This is an optimization exercise on Yosys and OpenROAD, whose aim is a short achievable clock period and few clock cycles, not a production implementation.
Function was checked by simulation only, so behaviour that the tests miss may differ from the original.
Power is estimated from default activity; no workload was simulated.

--- config.mk ---
export PLATFORM = sky130hd
export DESIGN_NAME = cpu_top
export DESIGN_NICKNAME = cpu_top
export VERILOG_FILES = /design/flow/design.v
export SDC_FILE = /design/flow/constraint.sdc
export NUM_CORES = 4
export LEC_CHECK = 0
export ABC_CLOCK_PERIOD_IN_PS = 3500
export CAP_MARGIN = 50
export CORE_MARGIN = 2
export CORE_UTILIZATION = 50
export SETUP_SLACK_MARGIN = 5
export SLEW_MARGIN = 50
export SYNTH_HIERARCHICAL = 1
--- constraint.sdc ---
create_clock -name core_clock -period 10.0 [get_ports {clk}]
set_input_delay 2.0000 -clock core_clock [delete_from_list [all_inputs] [get_ports {clk}]]
set_output_delay 2.0000 -clock core_clock [all_outputs]
set_load 0.01 [all_outputs]
--- design.v ---
package cpu_isa_pkg;
  localparam int word_w     = 8;     
  localparam int reg_addr_w = 2;     
  localparam int num_regs   = 4;
  localparam int opcode_w   = 4;
  localparam int imm_w      = 4;     
  localparam int imem_depth = 256;
  localparam int dmem_depth = 256;
  localparam int opcode_lsb = 4;     
  localparam int rd_lsb     = 2;     
  localparam int rs_lsb     = 0;     
  typedef enum logic [opcode_w-1:0] {
    op_halt = 4'd0,
    op_add  = 4'd1,
    op_sub  = 4'd2,
    op_and  = 4'd3,
    op_or   = 4'd4,
    op_xor  = 4'd5,
    op_li   = 4'd6,                  
    op_mov  = 4'd7,
    op_lw   = 4'd10,                 
    op_sw   = 4'd11,                 
    op_beq  = 4'd12,
    op_bne  = 4'd13,
    op_jmp  = 4'd14,
    op_out  = 4'd15                  
  } opcode_e;
endpackage
package cpu_ctrl_pkg;
  localparam int phase_w = 4;
  typedef enum logic [phase_w-1:0] {
    ph_idle,                         
    ph_fetch,
    ph_decode,                       
    ph_read,
    ph_execute,                      
    ph_memory,
    ph_writeback,
    ph_pc_update,
    ph_halted
  } phase_e;
  typedef enum logic {
    wsrc_alu,
    wsrc_mem
  } wsrc_e;
endpackage
`timescale 1ns/100ps
module oh_add
(
  input  logic [15:0] x,
  input  logic [15:0] y,
  output logic [15:0] s,
  output logic        c
);
  logic [15:0] ge;                       
  always_comb
  begin
    s = '0;
    for (int k = 0; k < 16; k++)
    begin
      for (int j = 0; j < 16; j++)
      begin
        s[k] = s[k] | (x[j] & y[(k - j) & 15]);
      end
    end
  end
  always_comb
  begin
    ge[15] = y[15];
    for (int t = 14; t >= 0; t--)
    begin
      ge[t] = ge[t + 1] | y[t];
    end
    c = 1'b0;
    for (int j = 1; j < 16; j++)
    begin
      c = c | (x[j] & ge[16 - j]);
    end
  end
endmodule
`timescale 1ns/100ps
module reg_eq
(
  input  logic [7:0] r0,
  input  logic [7:0] r1,
  input  logic [7:0] r2,
  input  logic [7:0] r3,
  output logic [5:0] eq                  
);
  assign eq[0] = (r0 == r1);
  assign eq[1] = (r0 == r2);
  assign eq[2] = (r0 == r3);
  assign eq[3] = (r1 == r2);
  assign eq[4] = (r1 == r3);
  assign eq[5] = (r2 == r3);
endmodule
`timescale 1ns/100ps
module alu
(
  input  logic [3:0] op,
  input  logic [7:0] a,                  
  input  logic [7:0] b,                  
  input  logic [3:0] imm,
  output logic [7:0] res
);
  logic [7:0] bx;
  logic [7:0] p;
  logic [7:0] g;
  logic [8:0] c;
  logic       cin;
  assign cin = (op == 4'd2);
  assign bx  = cin ? ~b : b;
  assign p   = a ^ bx;
  assign g   = a & bx;
  always_comb
  begin
    c[0] = cin;
    for (int i = 0; i < 8; i++)
    begin
      c[i + 1] = g[i];
      for (int j = i - 1; j >= -1; j--)
      begin
        logic t;
        t = (j >= 0) ? g[j] : cin;
        for (int k = j + 1; k <= i; k++)
        begin
          t = t & p[k];
        end
        c[i + 1] = c[i + 1] | t;
      end
    end
  end
  always_comb
  begin
    case (op)
      4'd1,
      4'd2:    res = p ^ c[7:0];
      4'd3:    res = a & b;
      4'd4:    res = a | b;
      4'd5:    res = a ^ b;
      4'd6:    res = {4'd0, imm};
      default: res = b;                  
    endcase
  end
endmodule
`timescale 1ns/100ps
module oh_read
(
  input  logic [2047:0] m,               
  input  logic [15:0]   lo,
  input  logic [15:0]   hi,
  output logic [7:0]    d
);
  logic [127:0] rows;                    
  for (genvar h = 0; h < 16; h++)
  begin : g_row
    ao16 u_row (
      .w (m[h * 128 +: 128]),
      .s (lo),
      .d (rows[h * 8 +: 8])
    );
  end
  ao16 u_col (
    .w (rows),
    .s (hi),
    .d (d)
  );
endmodule
module ao16
(
  input  logic [127:0] w,                
  input  logic [15:0]  s,
  output logic [7:0]   d
);
  always_comb
  begin
    d = '0;
    for (int i = 0; i < 16; i++)
    begin
      d = d | (w[i * 8 +: 8] & {8{s[i]}});
    end
  end
endmodule
`timescale 1ns/100ps
module cpu_top (
  input  logic       clk,
  input  logic       rst_n,
  input  logic       start,
  input  logic       load_valid,
  output logic       load_ready,
  input  logic [7:0] load_addr,
  input  logic [7:0] load_data,
  output logic       out_valid,
  input  logic       out_ready,
  output logic [7:0] out_data,
  output logic       halted
);
  function automatic logic [15:0] dec4(input logic [3:0] v);
    for (int k = 0; k < 16; k++)
    begin
      dec4[k] = &(v ~^ k[3:0]);
    end
  endfunction
  function automatic logic [3:0] dec2(input logic [1:0] v);
    for (int k = 0; k < 4; k++)
    begin
      dec2[k] = &(v ~^ k[1:0]);
    end
  endfunction
  function automatic logic [15:0] rot1(input logic [15:0] v);
    rot1 = {v[14:0], v[15]};
  endfunction
  logic [2047:0] imem;                   
  logic [2047:0] dmem;
  logic [7:0]    rf    [4];
  logic [15:0]   rf_lo [4];              
  logic [15:0]   rf_hi [4];              
  logic          running;
  logic          halted_q;
  logic          load_ready_q;           
  logic [7:0]    ir;
  logic [3:0]    ir_rd;                  
  logic [3:0]    ir_rs;
  logic [15:0]   pc_lo;                  
  logic [15:0]   pc_hi;                  
  logic [3:0] op;
  logic [1:0] rd;
  logic [1:0] rs;
  logic [7:0] a;
  logic [7:0] b;
  assign op = ir[7:4];
  assign rd = ir[3:2];
  assign rs = ir[1:0];
  always_comb
  begin
    a = '0;
    b = '0;
    for (int k = 0; k < 4; k++)
    begin
      a = a | (rf[k] & {8{ir_rd[k]}});
      b = b | (rf[k] & {8{ir_rs[k]}});
    end
  end
  logic is_halt;
  logic is_out;
  logic is_sw;
  logic is_lw;
  logic is_li;
  logic is_alu;
  logic taken;
  assign is_halt = (op == 4'd0);
  assign is_out  = (op == 4'd15);
  assign is_sw   = (op == 4'd11);
  assign is_lw   = (op == 4'd10);
  assign is_li   = (op == 4'd6);
  assign is_alu  = (op >= 4'd1) && (op <= 4'd7) && !is_li;
  logic [5:0] eq6;
  logic [3:0] eq [4];
  logic       rd_eq_rs;
  reg_eq u_eq (
    .r0 (rf[0]),
    .r1 (rf[1]),
    .r2 (rf[2]),
    .r3 (rf[3]),
    .eq (eq6)
  );
  assign eq[0] = {eq6[2], eq6[1], eq6[0], 1'b1};
  assign eq[1] = {eq6[4], eq6[3], 1'b1,   eq6[0]};
  assign eq[2] = {eq6[5], 1'b1,   eq6[3], eq6[1]};
  assign eq[3] = {1'b1,   eq6[5], eq6[4], eq6[2]};
  always_comb
  begin
    rd_eq_rs = 1'b0;
    for (int i = 0; i < 4; i++)
    begin
      for (int j = 0; j < 4; j++)
      begin
        rd_eq_rs = rd_eq_rs | (ir_rd[i] & ir_rs[j] & eq[i][j]);
      end
    end
  end
  always_comb
  begin
    case (op)
      4'd12:   taken = rd_eq_rs;
      4'd13:   taken = !rd_eq_rs;
      4'd14:   taken = 1'b1;
      default: taken = 1'b0;
    endcase
  end
  logic       hd_valid;
  logic [7:0] hd_data;
  logic       tl_valid;
  logic [7:0] tl_data;
  logic       q_pop;
  logic       q_push;
  logic       out_stall;
  assign q_pop     = hd_valid && out_ready;
  assign out_stall = is_out && hd_valid && tl_valid && !out_ready;
  assign q_push    = running && is_out && !out_stall;
  always_ff @(posedge clk or negedge rst_n)
  begin
    if (!rst_n)
    begin
      hd_valid <= 1'b0;
      tl_valid <= 1'b0;
    end
    else
    begin
      if (!hd_valid || q_pop)
      begin
        hd_valid <= tl_valid || q_push;
        tl_valid <= tl_valid && q_push;
      end
      else if (q_push)
      begin
        tl_valid <= 1'b1;
      end
    end
  end
  always_ff @(posedge clk)
  begin
    if (!hd_valid || q_pop)
    begin
      hd_data <= tl_valid ? tl_data : a;
    end
    if (q_push && (tl_valid || (hd_valid && !q_pop)))
    begin
      tl_data <= a;
    end
  end
  assign out_valid = hd_valid;
  assign out_data  = hd_data;
  logic [15:0] da_lo;
  logic [15:0] da_hi;
  logic [7:0]  ld_data;
  always_comb
  begin
    da_lo = '0;
    da_hi = '0;
    for (int k = 0; k < 4; k++)
    begin
      da_lo = da_lo | (rf_lo[k] & {16{ir_rs[k]}});
      da_hi = da_hi | (rf_hi[k] & {16{ir_rs[k]}});
    end
  end
  oh_read u_ld (
    .m  (dmem),
    .lo (da_lo),
    .hi (da_hi),
    .d  (ld_data)
  );
  for (genvar i = 0; i < 256; i++)
  begin : g_dmem
    always_ff @(posedge clk)
    begin
      if (running && is_sw && da_lo[i % 16] && da_hi[i / 16])
      begin
        dmem[i * 8 +: 8] <= a;
      end
    end
  end
  logic       advance;                   
  logic       halt_now;
  logic [7:0] alu_res;
  logic [7:0] wb;
  assign advance  = running && !is_halt && !out_stall;
  assign halt_now = running && is_halt && (!hd_valid || (q_pop && !tl_valid));
  alu u_alu (
    .op  (op),
    .a   (a),
    .b   (b),
    .imm (ir[3:0]),
    .res (alu_res)
  );
  assign wb = is_lw ? ld_data : alu_res;
  for (genvar g = 0; g < 4; g++)
  begin : g_rf
    logic we;
    assign we = running && (is_li ? (g == 0) : ((is_alu || is_lw) && ir_rd[g]));
    always_ff @(posedge clk or negedge rst_n)
    begin
      if (!rst_n)
      begin
        rf[g]    <= '0;
        rf_lo[g] <= 16'd1;
        rf_hi[g] <= 16'd1;
      end
      else if (we)
      begin
        rf[g]    <= wb;
        rf_lo[g] <= dec4(wb[3:0]);
        rf_hi[g] <= dec4(wb[7:4]);
      end
    end
  end
  logic [7:0]  seq_word;
  logic [15:0] br_lo;
  logic [15:0] br_hi0;                   
  logic        br_c;                     
  logic [15:0] br_hi;
  logic [7:0]  br_word;
  oh_read u_seq (
    .m  (imem),
    .lo (pc_lo),
    .hi (pc_hi),
    .d  (seq_word)
  );
  oh_add u_br_lo (
    .x (pc_lo),
    .y (rf_lo[0]),
    .s (br_lo),
    .c (br_c)
  );
  oh_add u_br_hi (
    .x (pc_hi),
    .y (rf_hi[0]),
    .s (br_hi0),
    .c ()
  );
  assign br_hi = br_c ? rot1(br_hi0) : br_hi0;
  oh_read u_br (
    .m  (imem),
    .lo (br_lo),
    .hi (br_hi),
    .d  (br_word)
  );
  logic [15:0] nx_lo;
  logic [15:0] nx_hi;
  logic        br_c1;                    
  assign br_c1 = br_c | br_lo[15];
  assign nx_lo = taken ? rot1(br_lo) : rot1(pc_lo);
  assign nx_hi = taken ? (br_c1 ? rot1(br_hi0) : br_hi0)
                       : (pc_lo[15] ? rot1(pc_hi) : pc_hi);
  logic       ld_pend;
  logic [7:0] ld_addr_q;
  logic [7:0] ld_data_q;
  always_ff @(posedge clk)
  begin
    ld_pend   <= load_valid && load_ready_q;
    ld_addr_q <= load_addr;
    ld_data_q <= load_data;
  end
  logic [7:0] first_word;                 
  logic [7:0] next_word;
  assign first_word = (ld_pend && ld_addr_q == 8'd0) ? ld_data_q : imem[7:0];
  assign next_word  = taken ? br_word : seq_word;
  always_ff @(posedge clk)
  begin
    if (!running)
    begin
      ir    <= first_word;
      ir_rd <= dec2(first_word[3:2]);
      ir_rs <= dec2(first_word[1:0]);
      pc_lo <= 16'd2;
      pc_hi <= 16'd1;
    end
    else if (advance)
    begin
      ir    <= next_word;
      ir_rd <= dec2(next_word[3:2]);
      ir_rs <= dec2(next_word[1:0]);
      pc_lo <= nx_lo;
      pc_hi <= nx_hi;
    end
  end
  for (genvar i = 0; i < 256; i++)
  begin : g_imem
    always_ff @(posedge clk)
    begin
      if (ld_pend && ld_addr_q == i)
      begin
        imem[i * 8 +: 8] <= ld_data_q;
      end
    end
  end
  always_ff @(posedge clk or negedge rst_n)
  begin
    if (!rst_n)
    begin
      running      <= 1'b0;
      halted_q     <= 1'b0;
      load_ready_q <= 1'b1;
    end
    else if (!running)
    begin
      if (start)
      begin
        running      <= 1'b1;
        halted_q     <= 1'b0;
        load_ready_q <= 1'b0;
      end
    end
    else if (halt_now)
    begin
      running      <= 1'b0;
      halted_q     <= 1'b1;
      load_ready_q <= 1'b1;
    end
  end
  assign load_ready = load_ready_q;
  assign halted     = halted_q;
endmodule
--- run.sh ---
#!/bin/bash
# synth_recipe.tcl (not shown) runs the flow's synth.tcl, then flattens the netlist and writes it again
# the make line also repeats each setting of config.mk as NAME=value (left out here)
make -C /OpenROAD-flow-scripts/flow DESIGN_CONFIG=/design/flow/config.mk WORK_HOME=/design/flow/orfs CLKGATE_MAP_FILE= SYNTH_SCRIPT=/design/flow/synth_recipe.tcl finish
==> metrics.csv, run 1 <==
metric;value;unit
status;timing/DRC/antenna clean;
final_cell_area;0.200;mm2
highest_layer;met5;
rsz0062_at_grt;true;
route.met2.wl;274000;um
wirelength;601000;um
syn-num-nets;11100;
drv_cap;0;
worstSkewPairLatency;1.01;ns
cp_data_arrival_time;5.77;ns
slew_headroom;41.2;%
cts.sinks;4342;
setup_violations;0;
cts_tree;built;
firstDrtPassIters;9;
start_util;50.2;%
grt_max_degree;118;
place_congestion;0.955;
die_x;605;um
post_drt_wl_per_cell;37.7;um
cts-hold-fix-buffers;0;
die_y;605;um
crit_path_max_fanout;53;
final_common_cell;edfxtp_1;
wl_met1;224000;um
crit_path_start_kind;register;
slew_viol_final;0;
min_period;5.12;ns
cts_made_buffers;438;
critPathKind;register to register;
track_usage;31.7;%
htreeDepth;5;
syn_inst;11000;
min_period_over_period;51.2;%
antenna_left;0;
fmax;195;MHz
syn2layout_area_growth;11.1;%
grt_pass1_wl;838000;um
hpwlAfterDp;350000;um
postPlaceCellArea;0.184;mm2
wl_met3;65500;um
clkTransAtPathRegs;0.06;ns
gr-total-overflow;0;
drive_above_1_share;19.2;%
rows;220;
grt_pass1_vias;112000;
syn-cell-area;0.180;mm2
ff2ff_setup_slack;4.88;ns
synth_area_per_cell;16.3;um2
leakage;0.0627;uW
io_pins;32;
finClkSkew;0.0675;ns
ctsRootBufferMaster;clkbuf_16;
dieArea;0.366;mm2
worst_slew_pin_slew;0.881;ns
p_per_area;319;mW/mm2
antenna_found_initial;12;
finish.utilization;55.8;%
cp-end-kind;register;
core;0.359;mm2
hp-class;register to register;
drc;0;
clockBufferDepth;4;
final_cell_mix;4,120 x edfxtp_1, 1,721 x a22o_1, 1,421 x a221oi_1, 499 x nor2_2, 459 x nand4_1;
cp.required;10.66;ns
fin_tns_setup;0;ns
viasPerCell;7.30;
placement.io_buffers;31;
final_hold_viol_count;0;
nets;10800;
drt_iter0_drc;17400;
ir_drop;0.498;mV
yosys_warnings;18;
vias;116000;
-- layout make-up --
class	instances	area (um2)
inverters	50	188
clock buffers	543	11600
clock inverters	266	2180
repair buffers	401	4490
multi-input cells	5560	46900
well taps	4773	5970
diodes	5	12.5
fillers	27700	159000
flip-flops and latches	4342	129000
-- state kept, by name (all words and copies together) (netlist names), 16 cells and up --
| signal | cells |
|---|---|
| rf | 32 |
| rf_hi | 64 |
| rf_lo | 64 |
| dmem | 2048 |
| pc_lo | 16 |
| imem | 2048 |
| pc_hi | 16 |
-- repair_timing --
| action | in CTS | in global routing |
|---|---|---|
| setup buffers | 25 | 23 |
| setup endpoints to repair | 172 | 144 |
| resized for setup | 101 | 78 |
| pin swaps | 29 | 31 |
| endpoints found under the hold margin | 0 | 0 |
| cloned | 6 | 7 |
-- worst max-delay path: stages (launching register included) --
cell	delay, ns
dfxtp_4	0.37
buf_4	0.32
a22o_1	0.30
a221oi_1	0.22
nand4_1	0.26
buf_12	0.26
buf_6	0.38
a221oi_1	0.79
nand4_1	0.48
a221oi_1	0.75
nand4_1	0.16
nand2_1	0.10
a31oi_1	0.14
-- power breakdown --
part           switching [uW]  internal, uW
sequential                772         21500
clock                    6980          8990
combinational           17900          7850
-- per-stage QoR --
| step | total power [uW] | hold WS [ns] | setup slack (ns) | instances |
|---|---|---|---|---|
| 2_1_floorplan | 36700 | 0.450 | 5.23 | 11000 |
| 3_3_place_gp | 45400 | 0.463 | 3.72 | 15000 |
| 3_5_place_dp | 46200 | 0.470 | 3.88 | 15000 |
| 4_1_cts | 62400 | 0.485 | 4.98 | 15900 |
| 5_1_grt | 65200 | 0.505 | 4.95 | 15900 |
| 6_report | 64000 | 0.485 | 4.88 | 15900 |
-- metal layers --
metal / GRT usage (%) / vias to the layer above
li1: - / 46900
met1: 42.5 / 59900
met2: 49.0 / 7902
met3: 6.39 / 1700
met4: 17.0 / 4
met5: 0 / -
-- worst paths after layout --
| path | cells past startpoint | to | startpoint |
|---|---|---|---|
| worst min register to register | 2 | rf_hi[1][15] | rf_hi[1][15] |
| min in group asynchronous | 1 | halted_q | rst_n |
| max in group asynchronous | 4 | rf_lo[0][6] | rst_n |
| worst min-delay path | 2 | rf_hi[1][15] | rf_hi[1][15] |
| worst max register to register | 12 | ir[4] | pc_lo[11] |
| worst max-delay path | 12 | ir[4] | pc_lo[11] |
Testbench counts, summed over its fixed seeds: cycles 6,677.
==> run 2: changes to the inputs <==
==> flow/run.sh (new file) <==
#!/bin/bash
set -euo pipefail
bash standard.sh synth > synth.log 2>&1
bash standard.sh SETUP_SLACK_MARGIN=7 finish > layout.log 2>&1
test -f out/final.def
==> standard.sh (new file) <==
#!/bin/bash
# synth_recipe.tcl (not shown) runs the flow's synth.tcl, then flattens the netlist and writes it again
# the make line also repeats each setting of config.mk as NAME=value (left out here)
make -C /OpenROAD-flow-scripts/flow DESIGN_CONFIG=/design/flow/config.mk WORK_HOME=/design/flow/orfs CLKGATE_MAP_FILE= SYNTH_SCRIPT=/design/flow/synth_recipe.tcl "${@:-finish}"
--- a/config.mk
+++ b/config.mk
@@ -9,6 +9,6 @@
 export CAP_MARGIN = 50
 export CORE_MARGIN = 2
 export CORE_UTILIZATION = 50
-export SETUP_SLACK_MARGIN = 5
 export SLEW_MARGIN = 50
 export SYNTH_HIERARCHICAL = 1
+export TNS_END_PERCENT = 10
removed: run.sh
==> run 2 against run 1 <==
  * Still clean
  * Register-to-register slack improved by 0.38 ns
  * Setup slack improved by 0.38 ns
  * Combinational power increased by 29%
  * Power increased by 13%
  * Wire length increased by 14%
  * Sequential cell count unchanged
  * Global-route usage increased by 4.3 points
  * Cell area increased by 6.9%
  * Via count increased by 5.3%
  * First-iteration DRC count increased by 7.2%
  * Fmax increased by 8.1%
  * Critical path type unchanged
  * Highest routed layer unchanged
==> metrics.csv, run 2 <==
metric;value;unit;change
postPlaceCellArea;0.185;mm2;+0.42%
cp.required;10.74;ns;+0.08 ns
fin_tns_setup;0;ns;unchanged
final_common_cell;edfxtp_1;;
yosys_warnings;18;;unchanged
final_cell_mix;4,120 x edfxtp_1, 1,692 x a22o_1, 1,021 x a221oi_1, 658 x a221oi_2, 483 x nor2_2;;
hp-class;register to register;;
ctsRootBufferMaster;clkbuf_16;;
gr-total-overflow;0;;unchanged
syn2layout_area_growth;18.8;%;
cts_made_buffers;443;;+1.1%
crit_path_end;ir[1];;
antenna_found_initial;25;;+13
use_met3;9.04;%;+2.7 points
core;0.359;mm2;unchanged
syn-num-nets;11100;;unchanged
crit_path_start;pc_lo[14];;
final_hold_viol_count;0;;unchanged
vias;123000;;+5.3%
post_drt_wl_per_cell;41.6;um;+10%
worst_slew_pin_slew;0.914;ns;+0.0327 ns
clockBufferDepth;4;;unchanged
start_util;50.2;%;unchanged
firstDrtPassIters;8;;-1
place_congestion;0.930;;-2.6%
rows;220;;unchanged
viasPerCell;7.44;;+1.8%
grt_pass1_wl;926000;um;+11%
r2r_cells;11;;-1
grt.met1_usage;45.5;%;+2.9 points
syn_inst;11000;;unchanged
r2r_end;ir[1];;
grtUsageMet2;55.3;%;+6.3 points
setup_violations;0;;unchanged
rsz0062_at_grt;true;;
wirelength;685000;um;+14%
track_usage;36.0;%;+4.3 points
cts.sinks;4342;;unchanged
grt_busiest_layer;met2;;
status;timing/DRC/antenna clean;;
worstSkewPairLatency;1.02;ns;about the same
placement.io_buffers;31;;unchanged
register_area;0.129;mm2;about the same
final_cell_area;0.214;mm2;+6.9%
syn-cell-area;0.180;mm2;unchanged
finish.utilization;59.6;%;+3.8 points
p_per_area;338;mW/mm2;+5.8%
multiInputGateArea;0.0520;mm2;+11%
fin_total_pwr;72400;uW;+13%
drc;0;;unchanged
crit_path_start_kind;register;;
finClkSkew;0.0747;ns;+0.00714 ns
grt_pass1_vias;117000;;+3.7%
htreeDepth;5;;unchanged
dieArea;0.366;mm2;unchanged
leakage;0.0690;uW;+10%
drive_above_1_share;28.4;%;+9.3 points
cp-end-kind;register;;
die_x;605;um;unchanged
crit-reg2reg-launch;pc_lo[14];;
io_pins;32;;unchanged
fmax;211;MHz;+8.1%
slew_viol_final;0;;unchanged
antenna_left;0;;unchanged
slew_headroom;38.8;%;-2.4 points
cts_tree;built;;
fill_cells;26300;;-5.1%
synth_area_per_cell;16.3;um2;unchanged
cp_data_arrival_time;5.47;ns;-0.30 ns
nets;11400;;+4.9%
die_y;605;um;unchanged
clkTransAtPathRegs;0.06;ns;about the same
ir_drop;0.286;mV;-43%
min_period_over_period;47.3;%;-3.8 points
crit_path_max_fanout;63;;+19%
drt_iter0_drc;18700;;+7.2%
cts-hold-fix-buffers;0;;unchanged
reg_top3;dmem (2048), imem (2048);;
hpwlAfterDp;355000;um;+1.4%
ff2ff_setup_slack;5.27;ns;+0.38 ns
critPathKind;register to register;;
min_period;4.73;ns;-0.384 ns
grt_max_degree;108;;-8.5%
drv_cap;0;;unchanged
run 2: repair_timing:
action	CTS	global route
endpoints found under the setup margin	2299	2223
gates cloned	113	24
pin swaps	202	187
gates resized for setup	865	427
setup buffers	324	111
run 2: worst max-delay path: stages (launching register included):
cell and delay [ns]:
dfxtp_4 0.45, buf_8 0.24, buf_4 0.36, buf_12 0.33
a22o_1 0.30, a221oi_1 0.49, nand4_1 0.28, a22o_1 0.38
a221oi_4 0.43, nand4_1 0.40, mux2_4 0.38, mux2_4 0.26
run 2: cell type report:
| type | instances | area share [%] |
|---|---|---|
| flip-flops and latches | 4342 | 60.3 |
| multi-input cells | 5592 | 24.3 |
| repair buffers | 898 | 5.78 |
| clock buffers | 573 | 5.54 |
| well taps | 4773 | 2.79 |
| clock inverters | 242 | 1.22 |
| inverters | 50 | 0.0993 |
| diodes | 19 | 0.0222 |
run 2: worst min path at each step:
stage / startpoint / to / cells after the start
6_report: rf_hi[1][0] / rf_hi[1][0] / 2
2_1_floorplan: rf_lo[1][0] / rf_lo[1][0] / 2
3_3_place_gp: rf_lo[2][0] / rf_lo[2][0] / 2
4_1_cts: rf_lo[2][0] / rf_lo[2][0] / 2
3_5_place_dp: rf_lo[2][0] / rf_lo[2][0] / 2
5_1_grt: rf_hi[1][0] / rf_hi[1][0] / 2
run 2: where the power goes:
group / switching [uW] / leakage (uW) / total, uW / internal [uW]
Combinational: 21800 / 0.0216 / 33400 / 11600
Sequential: 682 / 0.0404 / 22200 / 21500
Clock: 7160 / 0.00704 / 16700 / 9580
run 2: per-layer routing:
layer	vias up	routed length (um)
li1	48200	-
met1	63100	239000
met2	9116	308000
met3	2196	82100
met4	22	56300
met5	-	178
run 2: metrics by stage:
stage               worst slack, ns  std cells  hold WS (ns)
floorplan                      6.00      11000         0.442
global placement               3.66      15000         0.452
detailed placement             3.94      15100         0.460
CTS                            5.61      16300         0.474
global route                   5.34      16500         0.498
finish                         5.27      16500         0.481
==> run 3: changes to the inputs <==
--- a/design.v
+++ b/design.v
@@ -432,34 +432,38 @@
   assign nx_lo = taken ? rot1(br_lo) : rot1(pc_lo);
   assign nx_hi = taken ? (br_c1 ? rot1(br_hi0) : br_hi0)
                        : (pc_lo[15] ? rot1(pc_hi) : pc_hi);
-  logic       ld_pend;
-  logic [7:0] ld_addr_q;
-  logic [7:0] ld_data_q;
+  logic [7:0] next_word;
+  logic       take;
+  assign take      = running && taken;
+  assign next_word = take ? br_word : seq_word;
   always_ff @(posedge clk)
   begin
-    ld_pend   <= load_valid && load_ready_q;
-    ld_addr_q <= load_addr;
-    ld_data_q <= load_data;
+    if (!running || advance)
+    begin
+      ir    <= next_word;
+      ir_rd <= take ? dec2(br_word[3:2]) : dec2(seq_word[3:2]);
+      ir_rs <= take ? dec2(br_word[1:0]) : dec2(seq_word[1:0]);
+    end
   end
-  logic [7:0] first_word;                 
-  logic [7:0] next_word;
-  assign first_word = (ld_pend && ld_addr_q == 8'd0) ? ld_data_q : imem[7:0];
-  assign next_word  = taken ? br_word : seq_word;
-  always_ff @(posedge clk)
+  always_ff @(posedge clk or negedge rst_n)
   begin
-    if (!running)
+    if (!rst_n)
     begin
-      ir    <= first_word;
-      ir_rd <= dec2(first_word[3:2]);
-      ir_rs <= dec2(first_word[1:0]);
-      pc_lo <= 16'd2;
+      pc_lo <= 16'd1;
+      pc_hi <= 16'd1;
+    end
+    else if (!running)
+    begin
+      pc_lo <= start ? 16'd2 : 16'd1;
+      pc_hi <= 16'd1;
+    end
+    else if (halt_now)
+    begin
+      pc_lo <= 16'd1;
       pc_hi <= 16'd1;
     end
     else if (advance)
     begin
-      ir    <= next_word;
-      ir_rd <= dec2(next_word[3:2]);
-      ir_rs <= dec2(next_word[1:0]);
       pc_lo <= nx_lo;
       pc_hi <= nx_hi;
     end
@@ -468,9 +472,9 @@
   begin : g_imem
     always_ff @(posedge clk)
     begin
-      if (ld_pend && ld_addr_q == i)
+      if (load_valid && load_ready_q && load_addr == i)
       begin
-        imem[i * 8 +: 8] <= ld_data_q;
+        imem[i * 8 +: 8] <= load_data;
       end
     end
   end
==> flow/run.sh (replaced) <==
#!/bin/bash
set -euo pipefail
bash standard.sh synth > synth.log 2>&1
bash standard.sh SETUP_SLACK_MARGIN=8 finish > layout.log 2>&1
test -f out/final.def
--- a/config.mk
+++ b/config.mk
@@ -11,4 +11,4 @@
 export CORE_UTILIZATION = 50
 export SLEW_MARGIN = 50
 export SYNTH_HIERARCHICAL = 1
-export TNS_END_PERCENT = 10
+export TNS_END_PERCENT = 20
==> run 3 against run 2 <==
  * Still clean
  * Fmax increased by 1.6%
  * Register-to-register slack improved by 0.08 ns
  * Clock skew decreased by 0.012 ns
  * Non-clock buffer count increased by 502
  * Cell area increased by 4.9%
  * Critical path type unchanged
==> metrics.csv, run 3 <==
metric;value;unit;change
drv_cap;0;;unchanged
p_clk_share;24.9;%;+1.8 points
die_x;604;um;about the same
rows;220;;unchanged
crit-reg2reg-launch;ir_rs[1];;
post_drt_wl_per_cell;42.1;um;+1.2%
grt_pass1_wl;953000;um;+2.9%
hold_ws;0.473;ns;-0.00777 ns
crit_path_start_kind;register;;
cp.required;10.94;ns;+0.20 ns
wirelength;713000;um;+4.1%
final_cell_area;0.225;mm2;+4.9%
placement.io_buffers;31;;unchanged
viasPerCell;7.48;;+0.62%
ctsRootBufferMaster;clkbuf_16;;
ff2ff_setup_slack;5.34;ns;+0.08 ns
slew_viol_final;0;;unchanged
final_common_cell;edfxtp_1;;
slew_headroom;41.7;%;+2.9 points
syn_inst;11000;;-0.36%
htreeDepth;5;;unchanged
place_congestion;0.904;;-2.9%
worst_slew_pin_slew;0.875;ns;-0.0395 ns
fill_cells;24900;;-5.0%
fin_tns_setup;0;ns;unchanged
status;timing/DRC/antenna clean;;
drt_iter0_drc;21300;;+14%
crit_path_start;ir_rs[1];;
r2r_cells;16;;+5
min_period_over_period;46.6;%;-0.76 points
io_pins;32;;unchanged
nets;11800;;+4.0%
clockBufferDepth;4;;unchanged
core;0.359;mm2;about the same
power_switching;26400;uW;-11%
place_ws;4.36;ns;+0.419 ns
ir_drop;0.219;mV;-23%
syn2layout_area_growth;24.8;%;
cts_tree;built;;
setup_slack;5.34;ns;+0.0762 ns
critPathKind;register to register;;
r2r_end;rf_lo[0][14];;
antenna_left;0;;unchanged
cp-end-kind;register;;
rsz0062_at_grt;true;;
p_per_area;298;mW/mm2;-12%
p_sw_share;39.4;%;-1.6 points
dieArea;0.365;mm2;-0.14%
cp_data_arrival_time;5.60;ns;+0.13 ns
cts_made_buffers;445;;+0.45%
reg_top3;dmem (2048), imem (2048);;
seqPwrFrac;32.5;%;+1.8 points
grt_max_degree;143;;+32%
drive_above_1_share;32.0;%;+3.6 points
fmax;215;MHz;+1.6%
final_cell_mix;4,128 x edfxtp_1, 1,688 x a22o_1, 964 x a221oi_1, 694 x a221oi_2, 528 x buf_4;;
synth_area_per_cell;16.4;um2;+0.22%
finish.utilization;62.6;%;+3.0 points
postPlaceCellArea;0.185;mm2;+0.11%
track_usage;37.2;%;+1.1 points
leakage;0.0739;uW;+7.1%
comb_power_share;42.6;%;-3.6 points
clkTransAtPathRegs;0.06;ns;about the same
hp-class;register to register;;
finClkSkew;0.0623;ns;-0.0124 ns
vias;127000;;+3.5%
min_path_cells;2;;unchanged
setup_violations;0;;unchanged
die_y;604;um;about the same
internal_power;40600;uW;-5.0%
start_util;50.2;%;about the same
cts-hold-fix-buffers;0;;unchanged
gr-total-overflow;0;;unchanged
min_period;4.66;ns;-0.0762 ns
hpwlAfterDp;348000;um;-2.0%
antenna_found_initial;26;;+4.0%
worstSkewPairLatency;1.05;ns;+0.03 ns
crit_path_max_fanout;20;;-68%
drc;0;;unchanged
syn-num-nets;11000;;-0.36%
grt_pass1_vias;120000;;+2.5%
syn-cell-area;0.180;mm2;-0.14%
crit_path_end;rf_lo[0][14];;
cts.sinks;4325;;-0.39%
yosys_warnings;18;;unchanged
firstDrtPassIters;10;;+2
final_hold_viol_count;0;;unchanged
-- run 3: changes by cell type in the layout (fill, tap and decap cells not counted), moves of 57 or more --
cell,before,now
nor2_4,17,325
nor2_2,483,190
buf_12,134,332
buf_4,396,528
buf_6,133,221
buf_16,86,165
a221oi_1,1021,964
-- run 3: how the worst min path moves through the flow --
stage	from	end	slack, ns
finish	rf_lo[2][0]	rf_lo[2][0]	0.47
global route	rf_lo[2][0]	rf_lo[2][0]	0.48
CTS	rf_lo[2][0]	rf_lo[2][0]	0.47
detailed placement	rf_lo[2][0]	rf_lo[2][0]	0.46
global placement	rf_lo[1][0]	rf_lo[1][0]	0.46
floorplan	rf_hi[1][0]	rf_hi[1][0]	0.44
-- run 3: worst max-delay path, cell delays in order, from the launching register on --
cell      delay [ns]
edfxtp_1        0.38
buf_6           0.16
buf_12          0.15
a22oi_2         0.19
nand2_4         0.18
buf_16          0.24
buf_16          0.19
a221oi_4        0.35
nand4_1         0.27
a22o_4          0.35
a221oi_4        0.37
nand4_1         0.48
mux2i_4         0.50
nor2b_4         0.24
buf_12          0.17
nand2_8         0.07
o21ai_2         0.14
-- run 3: metrics by stage --
stage	total power, uW	std cells
4_1_cts	64200	16600
3_3_place_gp	42600	14900
3_5_place_dp	43100	15000
5_1_grt	67600	16900
6_report	67000	17000
2_1_floorplan	34500	11000
-- run 3: what timing repair did --
action,4_1_cts,5_1_grt
setup endpoints to repair,7632,7464
setup buffers,591,316
cloned,154,32
hold endpoints to repair,0,0
gates resized for setup,1428,611
pin swaps,375,319
-- run 3: routing by layer --
metal | track usage (%) | wire length (um) | vias to the layer above
met5 | 0.0132 | 86 | -
met4 | 24.8 | 61100 | 14
met3 | 9.62 | 92900 | 2522
met2 | 55.8 | 315000 | 10300
met1 | 47.8 | 245000 | 64800
li1 | - | - | 49200
-- run 3: cell type report --
| type | instances | area (um2) | area share (%) |
|---|---|---|---|
| Antenna cell | 19 | 47.5 | 0.0211 |
| Clock inverter | 269 | 2660 | 1.18 |
| Tap cell | 4773 | 5970 | 2.66 |
| Inverter | 61 | 244 | 0.109 |
| Sequential cell | 4325 | 129000 | 57.4 |
| Timing Repair Buffer | 1400 | 20700 | 9.20 |
| Clock buffer | 556 | 11800 | 5.24 |
| Multi-Input combinational cell | 5554 | 54400 | 24.2 |
-- run 3: power by group through the flow --
stage | sequential, uW | clock, uW | combinational, uW
2_1_floorplan | 21900 | 0 | 12600
3_3_place_gp | 22400 | 0 | 20200
3_5_place_dp | 22300 | 0 | 20800
4_1_cts | 21700 | 16600 | 25900
5_1_grt | 21800 | 17400 | 28400
6_report | 21800 | 16700 | 28600
Testbench counts of run 3, summed over its fixed seeds: cycles 6,677.
==> run 4: changes to the inputs <==
--- a/design.v
+++ b/design.v
@@ -218,6 +218,7 @@
   logic          running;
   logic          halted_q;
   logic          load_ready_q;           
+  logic          first_q;                
   logic [7:0]    ir;
   logic [3:0]    ir_rd;                  
   logic [3:0]    ir_rs;
@@ -362,10 +363,14 @@
   end
   logic       advance;                   
   logic       halt_now;
+  logic       halt_vis;                  
+  logic       restart;                   
   logic [7:0] alu_res;
   logic [7:0] wb;
   assign advance  = running && !is_halt && !out_stall;
-  assign halt_now = running && is_halt && (!hd_valid || (q_pop && !tl_valid));
+  assign halt_vis = running && is_halt && !hd_valid && !first_q;
+  assign halt_now = running && is_halt && (first_q || (!tl_valid && q_pop));
+  assign restart  = halt_vis && start;
   alu u_alu (
     .op  (op),
     .a   (a),
@@ -400,10 +405,14 @@
   logic        br_c;                     
   logic [15:0] br_hi;
   logic [7:0]  br_word;
+  logic [15:0] seq_lo;
+  logic [15:0] seq_hi;
+  assign seq_lo = (running && !is_halt) ? pc_lo : 16'd1;
+  assign seq_hi = (running && !is_halt) ? pc_hi : 16'd1;
   oh_read u_seq (
     .m  (imem),
-    .lo (pc_lo),
-    .hi (pc_hi),
+    .lo (seq_lo),
+    .hi (seq_hi),
     .d  (seq_word)
   );
   oh_add u_br_lo (
@@ -438,28 +447,18 @@
   assign next_word = take ? br_word : seq_word;
   always_ff @(posedge clk)
   begin
-    if (!running || advance)
+    if (!running || advance || restart)
     begin
       ir    <= next_word;
       ir_rd <= take ? dec2(br_word[3:2]) : dec2(seq_word[3:2]);
       ir_rs <= take ? dec2(br_word[1:0]) : dec2(seq_word[1:0]);
     end
   end
-  always_ff @(posedge clk or negedge rst_n)
+  always_ff @(posedge clk)
   begin
-    if (!rst_n)
-    begin
-      pc_lo <= 16'd1;
-      pc_hi <= 16'd1;
-    end
-    else if (!running)
+    if (!running || restart)
     begin
-      pc_lo <= start ? 16'd2 : 16'd1;
-      pc_hi <= 16'd1;
-    end
-    else if (halt_now)
-    begin
-      pc_lo <= 16'd1;
+      pc_lo <= 16'd2;                    
       pc_hi <= 16'd1;
     end
     else if (advance)
@@ -472,7 +471,7 @@
   begin : g_imem
     always_ff @(posedge clk)
     begin
-      if (load_valid && load_ready_q && load_addr == i)
+      if (load_valid && load_ready && load_addr == i)
       begin
         imem[i * 8 +: 8] <= load_data;
       end
@@ -485,23 +484,30 @@
       running      <= 1'b0;
       halted_q     <= 1'b0;
       load_ready_q <= 1'b1;
+      first_q      <= 1'b0;
     end
-    else if (!running)
+    else if (!running || restart)
     begin
       if (start)
       begin
         running      <= 1'b1;
         halted_q     <= 1'b0;
         load_ready_q <= 1'b0;
+        first_q      <= 1'b1;
       end
     end
-    else if (halt_now)
+    else if (halt_vis || halt_now)
     begin
       running      <= 1'b0;
       halted_q     <= 1'b1;
       load_ready_q <= 1'b1;
+      first_q      <= 1'b0;
+    end
+    else
+    begin
+      first_q      <= 1'b0;
     end
   end
-  assign load_ready = load_ready_q;
-  assign halted     = halted_q;
+  assign load_ready = load_ready_q || halt_vis;
+  assign halted     = halted_q || halt_vis;
 endmodule
==> flow/run.sh (replaced) <==
#!/bin/bash
set -euo pipefail
bash standard.sh synth > synth.log 2>&1
bash standard.sh SETUP_SLACK_MARGIN=7 finish > layout.log 2>&1
test -f out/final.def
--- a/config.mk
+++ b/config.mk
@@ -11,4 +11,4 @@
 export CORE_UTILIZATION = 50
 export SLEW_MARGIN = 50
 export SYNTH_HIERARCHICAL = 1
-export TNS_END_PERCENT = 20
+export TNS_END_PERCENT = 10
==> run 4 against run 3 <==
  * Wire length down 0.81%
  * Clock skew down 0.018 ns
  * Final cell count down 1.9%
  * Combinational power grew 31%
  * Die area about the same
  * Sequential power grew 2%
  * First-iteration DRC count is 3.7% lower
  * Critical path depth decreased by 4
  * Clock-buffer cell count down 14
  * Clock power barely moved
  * Worst hold slack improved by 0.013 ns
  * Cell area is 2.7% lower
  * Critical endpoint is now ir[3]
  * Largest cell class unchanged
==> metrics.csv, run 4 <==
metric;value;unit;change
placed_cells;15000;;+0.013%
track_usage;37.5;%;+0.39 points
min_period_over_period;48.4;%;+1.8 points
die_y;604;um;about the same
rsz0062_at_grt;true;;
crit-reg2reg-launch;ir[4];;
ctsRootBufferMaster;clkbuf_16;;
die_x;604;um;about the same
cts_tree;built;;
io_pins;32;;unchanged
clockBufferDepth;4;;unchanged
antenna_left;0;;unchanged
ir_drop;0.350;mV;+59%
finClkSkew;0.0447;ns;-0.0176 ns
drc;0;;unchanged
register_area;0.129;mm2;-0.10%
cts.sinks;4326;;+0.023%
drt_iter0_drc;20500;;-3.7%
finish.utilization;61.0;%;-1.7 points
worstSkewPairLatency;1.01;ns;-0.04 ns
cp-end-kind;register;;
dieArea;0.365;mm2;about the same
multiInputGateArea;0.0536;mm2;-1.4%
seqPwrFrac;29.1;%;-3.4 points
place_congestion;0.927;;+2.5%
hpwlAfterDp;356000;um;+2.3%
drive_above_1_share;30.6;%;-1.4 points
cts_made_buffers;440;;-1.1%
reg_top3;dmem (2048), imem (2048);;
final_common_cell;edfxtp_1;;
post_drt_wl_per_cell;42.5;um;+1.1%
hp-class;register to register;;
antenna_found_initial;27;;+3.8%
min_period;4.84;ns;+0.179 ns
firstDrtPassIters;12;;+2
postPlaceCellArea;0.185;mm2;about the same
syn-num-nets;11100;;+0.28%
slew_headroom;40.1;%;-1.6 points
p_clk_share;21.7;%;-3.2 points
p_per_area;349;mW/mm2;+17%
setup_violations;0;;unchanged
stdcell_count;16600;;-1.9%
p_sw_share;41.9;%;+2.5 points
crit_path_max_fanout;48;;+140%
viasPerCell;7.50;;+0.29%
syn_inst;11000;;+0.28%
fill_cells;25800;;+3.4%
grt_pass1_vias;118000;;-1.1%
slew_viol_final;0;;unchanged
crit_path_start;ir[4];;
htreeDepth;5;;unchanged
vias;125000;;-1.6%
rows;220;;unchanged
cts-hold-fix-buffers;0;;unchanged
placement.io_buffers;31;;unchanged
fin_tns_setup;0;ns;unchanged
cp.required;10.75;ns;-0.19 ns
internal_power;44300;uW;+9.2%
gr-total-overflow;0;;unchanged
synth_area_per_cell;16.3;um2;-0.24%
syn2layout_area_growth;21.4;%;
drv_cap;0;;unchanged
final_hold_viol_count;0;;unchanged
leakage;0.0711;uW;-3.7%
yosys_warnings;18;;unchanged
status;timing/DRC/antenna clean;;
wirelength;708000;um;-0.81%
cp_data_arrival_time;5.59;ns;about the same
final_cell_area;0.219;mm2;-2.7%
final_cell_mix;4,128 x edfxtp_1, 1,674 x a22o_1, 934 x a221oi_1, 731 x a221oi_2, 486 x nand4_1;;
syn-cell-area;0.180;mm2;about the same
nets;11500;;-2.7%
power_switching;31900;uW;+21%
crit_path_start_kind;register;;
hp-start;rf_hi[2][0];;
grt_max_degree;161;;+13%
critPathKind;register to register;;
fmax;207;MHz;-3.7%
worst_slew_pin_slew;0.899;ns;+0.0241 ns
grt_pass1_wl;959000;um;+0.63%
comb_power_share;49.2;%;+6.6 points
core;0.359;mm2;unchanged
clkTransAtPathRegs;0.06;ns;about the same
start_util;50.2;%;about the same
run 4: power groups by stage:
stage | clock network [uW] | registers (uW) | logic, uW
2_1_floorplan | 0 | 21900 | 16200
3_3_place_gp | 0 | 22500 | 24900
3_5_place_dp | 0 | 22500 | 25700
4_1_cts | 16500 | 22100 | 33700
5_1_grt | 17200 | 22200 | 37300
6_report | 16500 | 22200 | 37500
run 4: timing repair:
action / CTS / global route
cloned: 171 / 18
gates resized for setup: 1280 / 291
pin swaps: 291 / 138
setup buffers: 434 / 147
setup endpoints to repair: 4503 / 4301
run 4: path summary, 6_finish.rpt:
| check | to | slack [ns] | cells after the start |
|---|---|---|---|
| max | ir[3] | 5.16 | 12 |
| min | rf_hi[2][0] | 0.49 | 2 |
| max reg2reg | ir[3] | 5.16 | 12 |
| min reg2reg | rf_hi[2][0] | 0.49 | 2 |
| max in group asynchronous | rf_hi[0][10] | 7.73 | 3 |
| min in group asynchronous | halted_q | 0.88 | 1 |
run 4: final cells by class:
cell class              instances  area share, %
multi-input cells            5593           24.5
well taps                    4773           2.73
inverters                      50         0.0898
diodes                         17         0.0194
flip-flops and latches       4326           58.9
clock inverters               276           1.21
clock buffers                 542           5.32
repair buffers               1053           7.22
run 4: layer usage:
| metal | vias to the layer above | track usage [%] | share of wire, % |
|---|---|---|---|
| met5 | - | 0 | 0.021 |
| met4 | 18 | 27.2 | 9.4 |
| li1 | 48600 | - | - |
| met1 | 64000 | 46.6 | 34 |
| met2 | 9641 | 57.5 | 45 |
| met3 | 2529 | 9.47 | 12 |
run 4: critical path, cell delays in order, from the launching register on:
cell and delay [ns]:
edfxtp_1 0.43, buf_12 0.16, o41a_4 0.57, and2_4 0.26
buf_16 0.19, buf_16 0.37, a221oi_2 0.29, nand4_1 0.38
a22o_4 0.41, a221oi_4 0.51, nand4_1 0.21, buf_4 0.20
mux2_4 0.26
run 4: per-stage QoR:
stage	setup WS, ns	hold WS [ns]	power (uW)
3_3_place_gp	3.47	0.459	47400
5_1_grt	5.30	0.494	76700
6_report	5.16	0.486	76300
3_5_place_dp	3.77	0.467	48200
2_1_floorplan	6.30	0.441	38200
4_1_cts	5.42	0.483	72400
Testbench counts of run 4, summed over its fixed seeds: cycles 6,562.
==> run 5: changes to the inputs <==
--- a/config.mk
+++ b/config.mk
@@ -8,7 +8,7 @@
 export ABC_CLOCK_PERIOD_IN_PS = 3500
 export CAP_MARGIN = 50
 export CORE_MARGIN = 2
-export CORE_UTILIZATION = 50
+export CORE_UTILIZATION = 47
 export SLEW_MARGIN = 50
 export SYNTH_HIERARCHICAL = 1
 export TNS_END_PERCENT = 10
==> run 5 against run 4 <==
  * Still clean
  * Clock power barely moved
  * Wire length rose by 0.28%
  * Non-clock buffer count fell by 91
  * Sequential cell count did not move
  * Setup slack improved by 0.12 ns
  * Clock skew rose by 0.012 ns
  * Utilization fell by 3.9 points
  * Sequential power barely moved
  * Critical endpoint is now ir[5]
  * Largest cell class unchanged
  * Largest power group unchanged
==> metrics.csv, run 5 <==
metric;value;unit;change
crit_path_max_fanout;53;;+10%
yosys_warnings;18;;unchanged
fin_tns_setup;0;ns;unchanged
syn2layout_area_growth;20.9;%;
die_x;623;um;+3.1%
power_switching;31500;uW;-1.3%
fmax;212;MHz;+2.4%
grt_pass1_vias;117000;;-1.1%
stdcell_count;16800;;+1.1%
viasPerCell;7.42;;-1.1%
antenna_left;0;;unchanged
placement.io_buffers;31;;unchanged
track_usage;33.8;%;-3.8 points
crit_path_start_kind;register;;
cp_data_arrival_time;5.47;ns;-0.12 ns
antenna_found_initial;21;;-22%
ctsRootBufferMaster;clkbuf_16;;
final_hold_viol_count;0;;unchanged
final_cell_area;0.218;mm2;-0.44%
cp-end-kind;register;;
syn_inst;11000;;unchanged
finClkSkew;0.0567;ns;+0.0120 ns
syn-cell-area;0.180;mm2;unchanged
firstDrtPassIters;12;;unchanged
drt_iter0_drc;20500;;-0.22%
drv_cap;0;;unchanged
hp-class;register to register;;
syn-num-nets;11100;;unchanged
htreeDepth;5;;unchanged
die_y;623;um;+3.1%
reg_top3;dmem (2048), imem (2048);;
rsz0062_at_grt;true;;
post_drt_wl_per_cell;42.2;um;-0.79%
clockBufferDepth;4;;unchanged
place_ws;4.15;ns;+0.375 ns
seqPwrFrac;29.9;%;+0.8 points
hpwlAfterDp;363000;um;+1.8%
setup_slack;5.28;ns;+0.115 ns
ff2ff_setup_slack;5.28;ns;+0.12 ns
io_pins;32;;unchanged
wirelength;710000;um;+0.28%
place_congestion;0.953;;+2.8%
rows;227;;+3.2%
start_util;47.2;%;-3.0 points
worst_slew_pin_slew;0.864;ns;-0.0347 ns
cts_made_buffers;442;;+0.45%
worstSkewPairLatency;1.01;ns;about the same
p_sw_share;42.5;%;+0.67 points
p_per_area;340;mW/mm2;-2.4%
nets;11400;;-0.72%
gr-total-overflow;0;;unchanged
drive_above_1_share;30.7;%;+0.17 points
final_common_cell;edfxtp_1;;
cts-hold-fix-buffers;0;;unchanged
fill_cells;28300;;+9.8%
slew_viol_final;0;;unchanged
postPlaceCellArea;0.186;mm2;+0.19%
setup_violations;0;;unchanged
multiInputGateArea;0.0547;mm2;+2.0%
min_period;4.72;ns;-0.115 ns
dieArea;0.388;mm2;+6.3%
vias;125000;;-0.079%
final_cell_mix;4,128 x edfxtp_1, 1,692 x a22o_1, 852 x a221oi_1, 770 x a221oi_2, 502 x clkbuf_16;;
synth_area_per_cell;16.3;um2;unchanged
hold_ws;0.485;ns;-0.000198 ns
register_area;0.129;mm2;about the same
placed_cells;15300;;+1.9%
grt_pass1_wl;931000;um;-2.9%
grt_max_degree;105;;-35%
slew_headroom;42.4;%;+2.3 points
critPathKind;register to register;;
cts.sinks;4326;;unchanged
status;timing/DRC/antenna clean;;
min_period_over_period;47.2;%;-1.2 points
drc;0;;unchanged
core;0.382;mm2;+6.4%
p_clk_share;21.8;%;about the same
ir_drop;0.272;mV;-22%
clkTransAtPathRegs;0.07;ns;about the same
internal_power;42600;uW;-3.9%
leakage;0.0704;uW;-1.1%
cp.required;10.75;ns;about the same
comb_power_share;48.3;%;-0.9 points
cts_tree;built;;
-- run 5: cell types whose count changed in the layout (fill, tap and decap cells not counted), sizes merged, moves of 4 or more --
cell,delta
buf,-94
bufbuf,-44
clkbuf,+42
bufinv,-15
nand2,+9
inv,+7
clkdlybuf4s15,-5
clkinv,+5
clkdlybuf4s18,+4
-- run 5: worst paths after layout --
path	start	end	cells past startpoint
max	rf_lo[0][6]	ir[5]	15
max reg2reg	rf_lo[0][6]	ir[5]	15
max in group asynchronous	rst_n	rf_lo[0][10]	3
min in group asynchronous	rst_n	rf_lo[3][14]	1
min reg2reg	rf_hi[1][4]	rf_hi[1][4]	2
min	rf_hi[1][4]	rf_hi[1][4]	2
-- run 5: critical path: stages (launching register included) --
cell,delay (ns)
dfrtp_4,0.56
buf_4,0.17
buf_4,0.13
inv_1,0.06
o21ai_0,0.08
a221oi_1,0.24
nand4_1,0.25
buf_12,0.23
buf_12,0.16
a221oi_2,0.50
nand4_1,0.35
a22o_1,0.38
a221oi_2,0.22
buf_2,0.22
nand4_1,0.21
mux2_4,0.36
-- run 5: per-layer routing --
metal / up-vias / share of wire (%) / GRT usage (%)
li1: 48400 / - / -
met1: 63800 / 34 / 43.1
met2: 9995 / 45 / 52.1
met3: 2470 / 12 / 7.44
met4: 12 / 9.2 / 22.4
met5: - / 0.0094 / 0
-- run 5: layout make-up --
cell class / count / area share [%]
clock inverter: 274 / 1.03
tap: 5038 / 2.89
clock buffer: 540 / 5.33
antenna: 20 / 0.0230
timing repair buffer: 962 / 6.36
sequential: 4326 / 59.2
multi-input combinational: 5599 / 25.1
inverter: 50 / 0.0902
-- run 5: repair_timing --
item,in CTS,in global routing
gates resized for setup,1111,561
endpoints found under the setup margin,4515,4233
hold endpoints to repair,0,0
setup buffers,292,191
gates cloned,119,63
pin swaps,282,235
-- run 5: through the flow --
step | utilization, % | total power, uW
floorplan | - | 38200
global placement | 48.0 | 47600
detailed placement | 48.6 | 48400
CTS | 55.3 | 69600
global route | 57.0 | 74500
finish | 57.0 | 74100
-- run 5: power groups by stage --
stage	clock network [uW]	logic (uW)	registers (uW)
2_1_floorplan	0	16200	21900
3_3_place_gp	0	25200	22500
3_5_place_dp	0	25900	22500
4_1_cts	16100	31400	22100
5_1_grt	16900	35500	22200
6_report	16200	35800	22200
==> run 6: changes to the inputs <==
==> flow/run.sh (replaced) <==
#!/bin/bash
set -euo pipefail
bash standard.sh synth > synth.log 2>&1
bash standard.sh SETUP_SLACK_MARGIN=8 finish > layout.log 2>&1
test -f out/final.def
--- a/config.mk
+++ b/config.mk
@@ -8,7 +8,7 @@
 export ABC_CLOCK_PERIOD_IN_PS = 3500
 export CAP_MARGIN = 50
 export CORE_MARGIN = 2
-export CORE_UTILIZATION = 47
+export CORE_UTILIZATION = 50
 export SLEW_MARGIN = 50
 export SYNTH_HIERARCHICAL = 1
-export TNS_END_PERCENT = 10
+export TNS_END_PERCENT = 20
==> run 6 against run 5 <==
  * Still clean
  * Cell area increased by 3.6%
  * Synthesized cell count unchanged
  * Final cell count is 1.1% higher
  * Sequential power hardly changed
  * Via count grew 2.6%
  * Largest power group unchanged
==> metrics.csv, run 6 <==
metric;value;unit;change
rows;220;;-3.1%
min_period;4.66;ns;-0.0562 ns
viasPerCell;7.53;;+1.5%
die_x;604;um;-3.0%
cp.required;10.94;ns;+0.19 ns
slew_viol_final;0;;unchanged
cts_made_buffers;437;;-1.1%
cp-end-kind;register;;
syn-cell-area;0.180;mm2;unchanged
worst_slew_pin_slew;0.869;ns;+0.00518 ns
place_congestion;0.915;;-3.9%
crit-reg2reg-launch;ir_rs[2];;
crit_path_end;rf_lo[3][8];;
register_area;0.129;mm2;about the same
htreeDepth;5;;unchanged
syn-num-nets;11100;;unchanged
yosys_warnings;18;;unchanged
grt_pass1_wl;950000;um;+2.0%
crit_path_start;ir_rs[2];;
grt.met1_usage;47.0;%;+3.9 points
antenna_found_initial;22;;+4.8%
min_period_over_period;46.6;%;-0.56 points
r2r_cells;15;;unchanged
nets;11900;;+4.1%
use_met3;9.13;%;+1.7 points
ctsRootBufferMaster;clkbuf_16;;
final_hold_viol_count;0;;unchanged
start_util;50.2;%;+3.0 points
track_usage;36.9;%;+3.1 points
ir_drop;0.320;mV;+17%
ff2ff_setup_slack;5.34;ns;+0.06 ns
rsz0062_at_grt;true;;
dieArea;0.365;mm2;-6.0%
io_pins;32;;unchanged
slew_headroom;42.1;%;-0.35 points
fill_cells;24700;;-13%
cts.sinks;4326;;unchanged
hp-start;rf_hi[1][0];;
drv_cap;0;;unchanged
syn_inst;11000;;unchanged
drt_iter0_drc;21400;;+4.7%
crit_path_max_fanout;13;;-75%
worstSkewPairLatency;1.03;ns;+0.02 ns
final_cell_mix;4,128 x edfxtp_1, 1,673 x a22o_1, 912 x a221oi_1, 750 x a221oi_2, 562 x buf_4;;
fin_tns_setup;0;ns;unchanged
reg_top3;dmem (2048), imem (2048);;
wirelength;727000;um;+2.5%
clockBufferDepth;4;;unchanged
die_y;604;um;-3.0%
drc;0;;unchanged
critPathKind;register to register;;
finClkSkew;0.0622;ns;+0.00549 ns
drive_above_1_share;32.8;%;+2.0 points
post_drt_wl_per_cell;42.8;um;+1.3%
grtUsageMet2;55.6;%;+3.5 points
setup_violations;0;;unchanged
cts_tree;built;;
core;0.359;mm2;-6.0%
leakage;0.0737;uW;+4.7%
grt_busiest_layer;met2;;
final_common_cell;edfxtp_1;;
hpwlAfterDp;356000;um;-1.8%
fmax;214;MHz;+1.2%
hp-class;register to register;;
clkTransAtPathRegs;0.06;ns;about the same
cp_data_arrival_time;5.61;ns;+0.14 ns
gr-total-overflow;0;;unchanged
placement.io_buffers;31;;unchanged
crit_path_start_kind;register;;
vias;128000;;+2.6%
grt_pass1_vias;119000;;+1.9%
firstDrtPassIters;7;;-5
r2r_end;rf_lo[3][8];;
p_per_area;338;mW/mm2;-0.55%
status;timing/DRC/antenna clean;;
finish.utilization;62.9;%;+5.9 points
antenna_left;0;;unchanged
multiInputGateArea;0.0551;mm2;+0.66%
syn2layout_area_growth;25.3;%;
synth_area_per_cell;16.3;um2;unchanged
grt_max_degree;149;;+42%
[run 6: critical path: stages (launching register included)]
cell and delay [ns]:
edfxtp_1 0.45, buf_12 0.18, buf_16 0.15, a22oi_2 0.39
buf_4 0.18, buf_4 0.20, nand2_4 0.30, a221oi_1 0.61
nand4_1 0.45, a221oi_1 0.44, nand4_1 0.23, mux2i_4 0.28
buf_4 0.20, and2_4 0.20, nand2_2 0.09, o21ai_0 0.17
[run 6: through the flow]
step | hold WS [ns] | instance area, um2 | worst slack, ns | power (uW) | cells
5_1_grt | 0.499 | 226000 | 5.27 | 76700 | 17000
4_1_cts | 0.479 | 217000 | 5.48 | 70900 | 16600
2_1_floorplan | 0.441 | 182000 | 6.30 | 38200 | 11000
3_3_place_gp | 0.457 | 183000 | 3.71 | 47500 | 15000
3_5_place_dp | 0.457 | 186000 | 3.94 | 48400 | 15000
6_report | 0.479 | 226000 | 5.34 | 76400 | 17000
[run 6: worst min path at each step]
stage / end / slack (ns) / cells past startpoint
6_report: rf_hi[1][0] / 0.48 / 2
4_1_cts: rf_hi[1][0] / 0.48 / 2
5_1_grt: rf_hi[1][0] / 0.50 / 2
3_3_place_gp: halted_q / 0.46 / 1
3_5_place_dp: halted_q / 0.46 / 1
2_1_floorplan: halted_q / 0.44 / 1
[run 6: layout make-up]
class	count	share of cell area, %
Clock buffer	550	5.13
Clock inverter	262	1.11
Antenna cell	9	0.00998
Timing Repair Buffer	1439	9.54
Sequential cell	4326	57.1
Multi-Input combinational cell	5591	24.4
Tap cell	4773	2.65
Inverter	50	0.0876
[run 6: layer usage]
layer | part of all wire (%) | vias up
li1 | - | 49300
met1 | 34 | 65200
met2 | 44 | 10600
met3 | 13 | 2836
met4 | 9.8 | 26
met5 | 0.042 | -
[run 6: power by group]
part           internal, uW  switching (uW)  total [uW]
combinational         13200           24500       37800
clock                  9330            7130       16500
sequential            21400             751       22200
[run 6: repair_timing]
action | in CTS | in global routing
endpoints found under the setup margin | 7431 | 7381
cloned | 147 | 62
pin swaps | 324 | 274
hold buffers | 0 | 0
setup buffers | 641 | 295
gates resized for setup | 1345 | 723

==> re-timing with driven ports <==
The results above use ideal ports. As a check the final layouts listed here were re-extracted and re-timed, cells and wires unchanged.
Step 1 assumes that a clkbuf_16 drives the clock port and a buf_2 every other input.
Step 2 adds t to the input delays and takes it off the output delays; t is the mean of the earliest and latest rising clock arrival at the registers after step 1. Input paths then give back, and output paths get back, about the clock's delay inside the block.
Three values: ideal ports, drivers, drivers and shift; two values: the first two.
run | t (ns) | slack for setup (ns) | worst slew at a driven data input, ns
run 1 | 1.084 | 4.882 / 4.882 / 4.700 | 0.19
run 2 | 1.103 | 5.266 / 5.266 / 5.266 | 0.05
run 3 | 1.127 | 5.343 / 5.343 / 5.343 | 0.27
run 4 | 1.102 | 5.163 / 5.163 / 5.163 | 0.20
run 5 | 1.104 | 5.279 / 5.279 / 5.279 | 0.06
run 6 | 1.112 | 5.335 / 5.335 / 5.335 | 0.19
After both steps setup and hold are still met in every run listed. The setup slack of run 1, which loses most, moves by 0.000 ns with the drivers and by -0.182 ns with both steps.
